This is an optimization exercise on Yosys and OpenROAD, whose aim is small area, not a production implementation.
Function was checked by simulation only, so behaviour that the tests miss may differ from the original.
Power is estimated from default activity; no workload was simulated.

File: flow/config.mk
export PLATFORM = sky130hd
export DESIGN_NAME = rvCore
export DESIGN_NICKNAME = rvCore
export VERILOG_FILES = /design/flow/design.v
export SDC_FILE = /design/flow/constraint.sdc
export NUM_CORES = 4
export LEC_CHECK = 0
export CAP_MARGIN = 20
export CORE_MARGIN = 2
export CORE_UTILIZATION = 40
export PLACE_DENSITY = 0.6
export SLEW_MARGIN = 20
File: flow/constraint.sdc
create_clock -name core_clock -period 7.0 [get_ports {clk}]
set_input_delay 1.4000 -clock core_clock [delete_from_list [all_inputs] [get_ports {clk}]]
set_output_delay 1.4000 -clock core_clock [all_outputs]
set_load 0.01 [all_outputs]
File: flow/design.v
package rvIsaPkg;
	typedef logic [31:0] wordT;
	typedef logic [31:0] addrT;
	typedef logic [4:0]  regIdxT;
	localparam logic [6:0] OpReg    = 7'b0110011;
	localparam logic [6:0] OpImm    = 7'b0010011;
	localparam logic [6:0] OpLoad   = 7'b0000011;
	localparam logic [6:0] OpStore  = 7'b0100011;
	localparam logic [6:0] OpBranch = 7'b1100011;
	localparam logic [6:0] OpJal    = 7'b1101111;
	localparam logic [2:0] Funct3Beq = 3'b000;
	localparam logic [2:0] Funct3Bne = 3'b001;
	localparam logic [2:0] Funct3Add = 3'b000;
	localparam logic [2:0] Funct3Slt = 3'b010;
	localparam logic [2:0] Funct3Xor = 3'b100;
	localparam logic [2:0] Funct3Or  = 3'b110;
	localparam logic [2:0] Funct3And = 3'b111;
	localparam int Funct7Sub = 5;
	typedef enum logic [2:0] {
		AluAdd,
		AluSub,
		AluAnd,
		AluOr,
		AluXor,
		AluSlt
	} aluOpT;
endpackage
package rvPipePkg;
	localparam logic [31:0]      ResetPc = 32'h0000_0000;
	localparam logic [31:0]      PcStep  = 32'd4;
	localparam logic [4:0] ZeroReg = 5'd0;
	typedef struct packed {
		logic            regWrite;
		logic            memRead;
		logic            memWrite;
		logic            aluImm;
		logic            aluPc;
		logic [2:0] aluOp;
	} ctrlT;
	typedef struct packed {
		ctrlT             ctrl;
		logic [31:0]      pc;
		logic [31:0]   rs1Val;
		logic [31:0]   rs2Val;
		logic [31:0]   imm;
		logic [4:0] rs1;
		logic [4:0] rs2;
		logic [4:0] rd;
	} decExT;
	typedef struct packed {
		logic [31:0]   aluOut;
		logic [31:0]   storeData;
		logic [4:0] rd;
		logic             regWrite;
		logic             memRead;
		logic             memWrite;
	} exMemT;
	typedef struct packed {
		logic             regWrite;
		logic [4:0] rd;
		logic [31:0]   data;
	} wbT;
endpackage
`timescale 1ns/1ps
module rvCore (
	input  logic           clk,
	input  logic           rstN,
	input  rvIsaPkg::wordT InstrData,
	input  rvIsaPkg::wordT MemData,
	output rvIsaPkg::addrT PC,
	output rvIsaPkg::addrT RWAddress,
	output rvIsaPkg::wordT WriteData,
	output logic           MemRead,
	output logic           MemWrite
);
	localparam int NumRegs = 31;
	localparam int TapB    = 16;
	localparam logic [1:0] StFirst  = 2'd0;   
	localparam logic [1:0] StSecond = 2'd1;   
	localparam logic [1:0] StMem    = 2'd2;   
	localparam logic [1:0] StWb     = 2'd3;   
	logic [NumRegs*32-1:0] ring;
	logic [4:0]  cnt;       
	logic [4:0]  cntB;      
	logic [1:0]  state;
	logic [31:0] acc;
	logic [29:0] pcHi;
	logic [31:0] ins;
	logic [4:0]  rs1, rs2, rd, src;
	logic [2:0]  f3;
	logic        isReg, isImm, isLoad, isStore, isBranch, isJal;
	logic        hitA, hitB, srcHit, wrRd, wbHit, ringWe, taken;
	logic [31:0] tap, opX, opY, imm, sum, aluOut;
	logic        useX, usePc, useAcc, useImm, useMem, doSub;
	logic [2:0]  fn;
	logic        lt;
	assign ins = InstrData;
	assign rs1 = ins[19:15];
	assign rs2 = ins[24:20];
	assign rd  = ins[11:7];
	assign f3  = ins[14:12];
	assign isJal    = ins[2];
	assign isBranch = ins[6] & ~ins[2];
	assign isReg    = ins[5] & ins[4];
	assign isImm    = ~ins[5] & ins[4];
	assign isLoad   = ~ins[5] & ~ins[4];
	assign isStore  = ~ins[6] & ins[5] & ~ins[4];
	assign cntB = (cnt > 5'(NumRegs - TapB)) ? cnt - 5'(NumRegs - TapB) : cnt + 5'(TapB);
	assign src    = (state == StFirst) ? ((isReg | isBranch) ? rs2 : rs1) : (isStore ? rs2 : rs1);
	assign useX   = (state == StFirst && !isJal) || state == StSecond;
	assign hitA   = useX && src != 5'd0 && src == cnt;
	assign hitB   = useX && src != 5'd0 && src == cntB;
	assign srcHit = hitA || hitB || src == 5'd0;
	assign tap = ({32{hitA}} & ring[31:0]) | ({32{hitB}} & ring[TapB*32 +: 32]);
	assign wrRd   = (isReg | isImm | isLoad | isJal) && rd != 5'd0;
	assign wbHit  = !wrRd || rd == cnt;
	assign ringWe = state == StWb && wrRd && rd == cnt;
	assign taken  = (acc == 32'd0) ^ f3[0];
	always_comb begin
		imm    = 32'd4;
		usePc  = 1'b0;
		useAcc = 1'b1;
		useImm = 1'b0;
		useMem = 1'b0;
		fn     = 3'b000;
		doSub  = 1'b0;
		case (state)
			StFirst: if (isJal || srcHit) begin
				useAcc = 1'b0;
				if (isJal) begin
					usePc  = 1'b1;
					useImm = 1'b1;
				end else if (isImm || isLoad || isStore) begin
					useImm = 1'b1;
					imm    = isStore ? {{20{ins[31]}}, ins[31:25], ins[11:7]}
						: {{20{ins[31]}}, ins[31:20]};
					if (isImm) fn = f3;
				end
			end
			StSecond: if (srcHit && !isStore) begin
				fn    = isBranch ? 3'b100 : f3;
				doSub = isReg && ins[30];
			end
			StMem: begin
				useAcc = 1'b0;
				useMem = 1'b1;
			end
			default: if (wbHit) begin
				useAcc = 1'b0;
				usePc  = 1'b1;
				useImm = 1'b1;
				if (isJal) imm = {{11{ins[31]}}, ins[31], ins[19:12], ins[20], ins[30:21], 1'b0};
				else if (isBranch && taken)
					imm = {{19{ins[31]}}, ins[31], ins[7], ins[30:25], ins[11:8], 1'b0};
			end
		endcase
	end
	assign opX = tap | {usePc ? pcHi : 30'd0, 2'b00};
	assign opY = ({32{useAcc}} & acc) | ({32{useImm}} & imm) | ({32{useMem}} & MemData);
	assign sum = (doSub || fn == 3'b010) ? opX - opY : opX + opY;
	assign lt  = (opX[31] ^ opY[31]) ? opX[31] : sum[31];
	always_comb begin
		case (fn)
			3'b010:  aluOut = {31'd0, lt};
			3'b100:  aluOut = opX ^ opY;
			3'b110:  aluOut = opX | opY;
			3'b111:  aluOut = opX & opY;
			default: aluOut = sum;
		endcase
	end
	always_ff @(posedge clk) begin
		ring <= {ringWe ? acc : ring[31:0], ring[NumRegs*32-1:32]};
		acc  <= aluOut;
	end
	always_ff @(posedge clk) begin
		if (!rstN) begin
			cnt   <= 5'd1;
			state <= StFirst;
			pcHi  <= 30'd0;
		end else begin
			cnt <= (cnt == 5'(NumRegs)) ? 5'd1 : cnt + 5'd1;
			case (state)
				StFirst: if (isJal || srcHit) begin
					if (isLoad) state <= StMem;
					else if (isReg || isBranch || isStore) state <= StSecond;
					else state <= StWb;
				end
				StSecond: if (srcHit) state <= StWb;
				StMem: state <= StWb;
				default: if (wbHit) begin
					state <= StFirst;
					pcHi  <= aluOut[31:2];
				end
			endcase
		end
	end
	assign PC        = {pcHi, 2'b00};
	assign RWAddress = acc;
	assign WriteData = tap;
	assign MemRead   = state == StMem;
	assign MemWrite  = state == StSecond && isStore && srcHit;
endmodule
File: flow/run.sh
#!/bin/bash
# synth_recipe.tcl (not shown) runs the flow's synth.tcl, then flattens the netlist and writes it again
# the make line also repeats each setting of config.mk as NAME=value (left out here)
make -C /OpenROAD-flow-scripts/flow DESIGN_CONFIG=/design/flow/config.mk WORK_HOME=/design/flow/orfs CLKGATE_MAP_FILE= SYNTH_SCRIPT=/design/flow/synth_recipe.tcl finish
==> summary.txt <==
STA
  • Final setup TNS: -1.49 ns
  • Period utilization: 104%
  • Max frequency: 0.138 GHz
  • Final Worst Setup Slack: -0.246 ns
  • Max_slew headroom: 31.8%
  • Tmin final: ~7.2 ns
  • Fin. Hold Viols: 0
  • Fin. max-slew vios: 0
  • Setup violations, final: 11
  • Worst slew pin tran: between 1 and 1.5 ns
  • Clock Skew: about 0.036 ns
  • RSZ-0062 raised after global routing: yes
  • Hold WS: approximately 0.31 ns

Synth
  • Commonest cells post-synth: 1061 x dfxtp_1, 110 x nor2_1, 104 x ha_1, 104 x inv_1, 96 x a21oi_1
  • Leading area contributor after synthesis: dfxtp_1
  • Mean cell area of the mapped netlist: ~13 sq um
  • Most frequent cell after synthesis: dfxtp_1
  • Seq/Total Area, Yosys: roughly three quarters
  • Syn Inst Count: 2174
  • Yosys warns: 1
  • Ys async rst share: 0%
  • Synth cell types: 85
  • Register bit total from synthesis: roughly 1100
  • Synth top area share: about three quarters
  • Synth Flop Type: dfxtp_1
  • Mapped Area: 28700 sq um
  • Post-synth EDFFs: 0
  • Area contributors post-synth: dfxtp_1 74%, ha_1 4.5%, a21oi_1 1.7%

Cells and area
  • Register area: about 21000 sq um
  • Filler instances: 6038
  • Area Overhead vs Synth: 32.5%
  • Final instance area: 38100 sq um
  • Layout cells sized above 1: 24.4%
  • Antenna diodes: 0
  • Footprint of the multi-input gates: around 7500 sq um
  • Final Net Count: between 2000 and 3000

Power and ir drop
  • Leak pwr: ~16 nW
  • PD cells: 418 nW/um^2
  • Worst vdd ir: around 0.26 mV

Flow run
  • Max Cap Viol: 0

Outcome
  • Fail Reasons: negative setup slack
  • Status: finished with violations

Critical path
  • Crit end category: register
  • Launching point of the worst reg2reg path: state[0]
  • Crit Path Max Fanout: 6
  • Slowest stage cell, crit path: or4b_4
  • Crit path largest cell delay: approximately 0.6 ns
  • Worst r2r dst: acc[0]
  • Data required time at the worst endpoint: 7.54 ns
  • FF-to-FF setup slack: -0.07 ns
  • Register-to-Register Path Depth: 30
  • Crit Path Category: in -> reg
  • CP startpoint kind: input port
  • Critical Path AT: 7.79 ns

GRT
  • Initial antenna violation count: 6
  • First-pass GRT wire length: 108000 um
  • Vias in the first global route: roughly 18000
  • Largest net degree at the start of global routing: 69
  • GR Overflow Total: 0
  • Tot GR Track Use: a little under a fifth

Die
  • Top-level I/O count: 164
  • Chip width: between 200 and 300 um
  • FP Rows: between 90 and 100
  • Core region area: around 70000 sq um
  • Initial Util: about 40%
  • Die area: 74000 sq um
  • Die Ht: 272 um

Placement
  • Routability-driven placement congestion ratio: 0.920
  • DP Area: between 30000 and 40000 sq um
  • Pre-CTS WS: -1.40 ns
  • DP HPWL: approximately 50000 um
  • IO buf count: ~160

Clock tree
  • Clock slew at reported path FFs: ~0.06 ns
  • CTS root buf: clkbuf_16
  • CTS Hold Bufs: 0
  • Cts bufs inserted: about 100
  • Clock Latency Late Sink: 0.67 ns
  • H-tree levels: 3
  • TritonCTS clock tree: yes
  • CTS max path bufs: 3
  • Clk sinks: roughly 1100

Route
  • Final ANT Viol Nets: 0
  • Vias: about 18000
  • Pre-Repair DR Iteration Count: 6
  • Vias/cell: around 4.7
  • Residual DRC count: 0
  • WL per Instance: between 15 and 20 um
  • Routed wire length: 70900 um
  • First DRT Iteration DRCs: between 1000 and 1500

Min path
  • Worst hold path depth: 0
  • Hold_sp: ring[991]
  • Hold endpoint: ring[959]
  • HP Class: reg -> reg
## worst max path at each step
| stage | from | end | cells after the start |
|---|---|---|---|
| after floorplan | InstrData[6] | acc[0] | 34 |
| after global placement | InstrData[6] | acc[0] | 29 |
| after detailed placement | InstrData[6] | acc[0] | 29 |
| after CTS | InstrData[4] | acc[0] | 30 |
| after global routing | InstrData[6] | pcHi[26] | 30 |
| final | InstrData[6] | acc[0] | 29 |
## what timing repair did
| action | 4_1_cts | 5_1_grt |
|---|---|---|
| hold endpoints to repair | 0 | 0 |
| gates resized for setup | 55 | 79 |
| pin swaps | 42 | 74 |
| endpoints found under the setup margin | 34 | 34 |
| buffers inserted | 15 | 18 |
## state kept, by name, summed over array words and instances, names as in the netlist
| register | cells |
|---|---|
| cnt | 5 |
| pcHi | 30 |
| ring | 992 |
| state | 2 |
| acc | 32 |
## metal layers
metal,routed length (um),track usage (%)
met3,5180,4.63
met2,30200,29.0
met4,1670,5.99
met5,69,0
met1,33700,27.0
## critical path, delay by kind of cell
kind / cells / cell delay (ns)
AOI/OAI and AO/OA: 9 / 2.11
buffers and inverters: 4 / 0.47
and+or+nand+nor: 13 / 3.22
xor gates and xnor gates: 1 / 0.11
adders and majority gates: 2 / 0.45
## metrics by stage
step | util, % | std cells | power, mW
detailed placement | 47.6 | 3555 | 10.3
finish | 53.4 | 3763 | 15.9
floorplan | - | 2175 | 8.41
global placement | 47.6 | 3555 | 10.3
CTS | 52.7 | 3748 | 15.8
global route | 53.4 | 3763 | 16.7
## power breakdown
group          total (mW)  switching (mW)  internal, mW
sequential           6.30           0.146          6.15
combinational        4.27            2.18          2.10
clock                5.36            2.24          3.12
total                15.9            4.56          11.4
## final cells by class
class | instances | share of cell area (%)
well taps | 950 | 3.12
clock buffers | 142 | 7.47
multi-input cells | 942 | 19.6
flip-flops and latches | 1061 | 55.8
clock inverters | 36 | 1.36
inverters | 104 | 1.02
repair buffers | 528 | 11.6
## kinds of logic (layout without fill, tap and decap cells)
family	after synthesis	in the layout	share of synthesized area, %
other	1	2	0.0130
xor gates and xnor gates	61	61	1.86
adders and majority gates	105	105	4.60
and+or+nand+nor	323	323	5.52
AOI/OAI and AO/OA	394	394	9.59
muxes	57	57	2.16
DFF	1061	1061	73.9
buffers and inverters	172	810	2.36
## cell usage in the layout, fill, tap and decap left out, types with 11 or more instances in the layout
master,count
a221o_1,11
buf_6,13
nand2_1,70
o21ai_0,75
nand3_1,13
nor3_1,14
mux2i_1,17
clkbuf_8,23
dfxtp_1,1061
nor2_1,103
a21oi_1,82
clkbuf_1,21
a211oi_1,14
clkinv_2,12
nand4_1,13
xnor2_1,47
ha_1,101
a221oi_1,13
clkdlybuf4s50_1,148
a21o_1,15
mux2_2,39
buf_4,355
inv_1,102
a222oi_1,28
a22o_1,33
a21oi_2,12
clkbuf_16,98

-- afterwards: timing with drivers on the ports --
Ports are ideal in the flow. The routed layout listed here was re-timed in OpenROAD.
Step 1: set_driving_cell puts a clkbuf_16 on clk and a buf_2 on each other input, an assumption about the parent block.
Step 2, shift: input delay + t, output delay - t, t = (earliest + latest rising clock arrival at the registers) / 2. This alone moves slack from input paths to output paths.
Slacks: no drivers / after step 1 / after step 2; pairs: no drivers / after step 1.
shift t [ns]: 0.712
setup WS [ns]: -0.246 / -0.227 / -0.938
hold slack, ns: 0.306 / 0.306 / 0.306
clock arrival spread, ns: 0.038 / 0.039
worst register clock-pin slew, ns: 0.07 / 0.07
For this run, drivers alone change the setup slack by +0.019 ns; drivers and shift together by -0.692 ns.
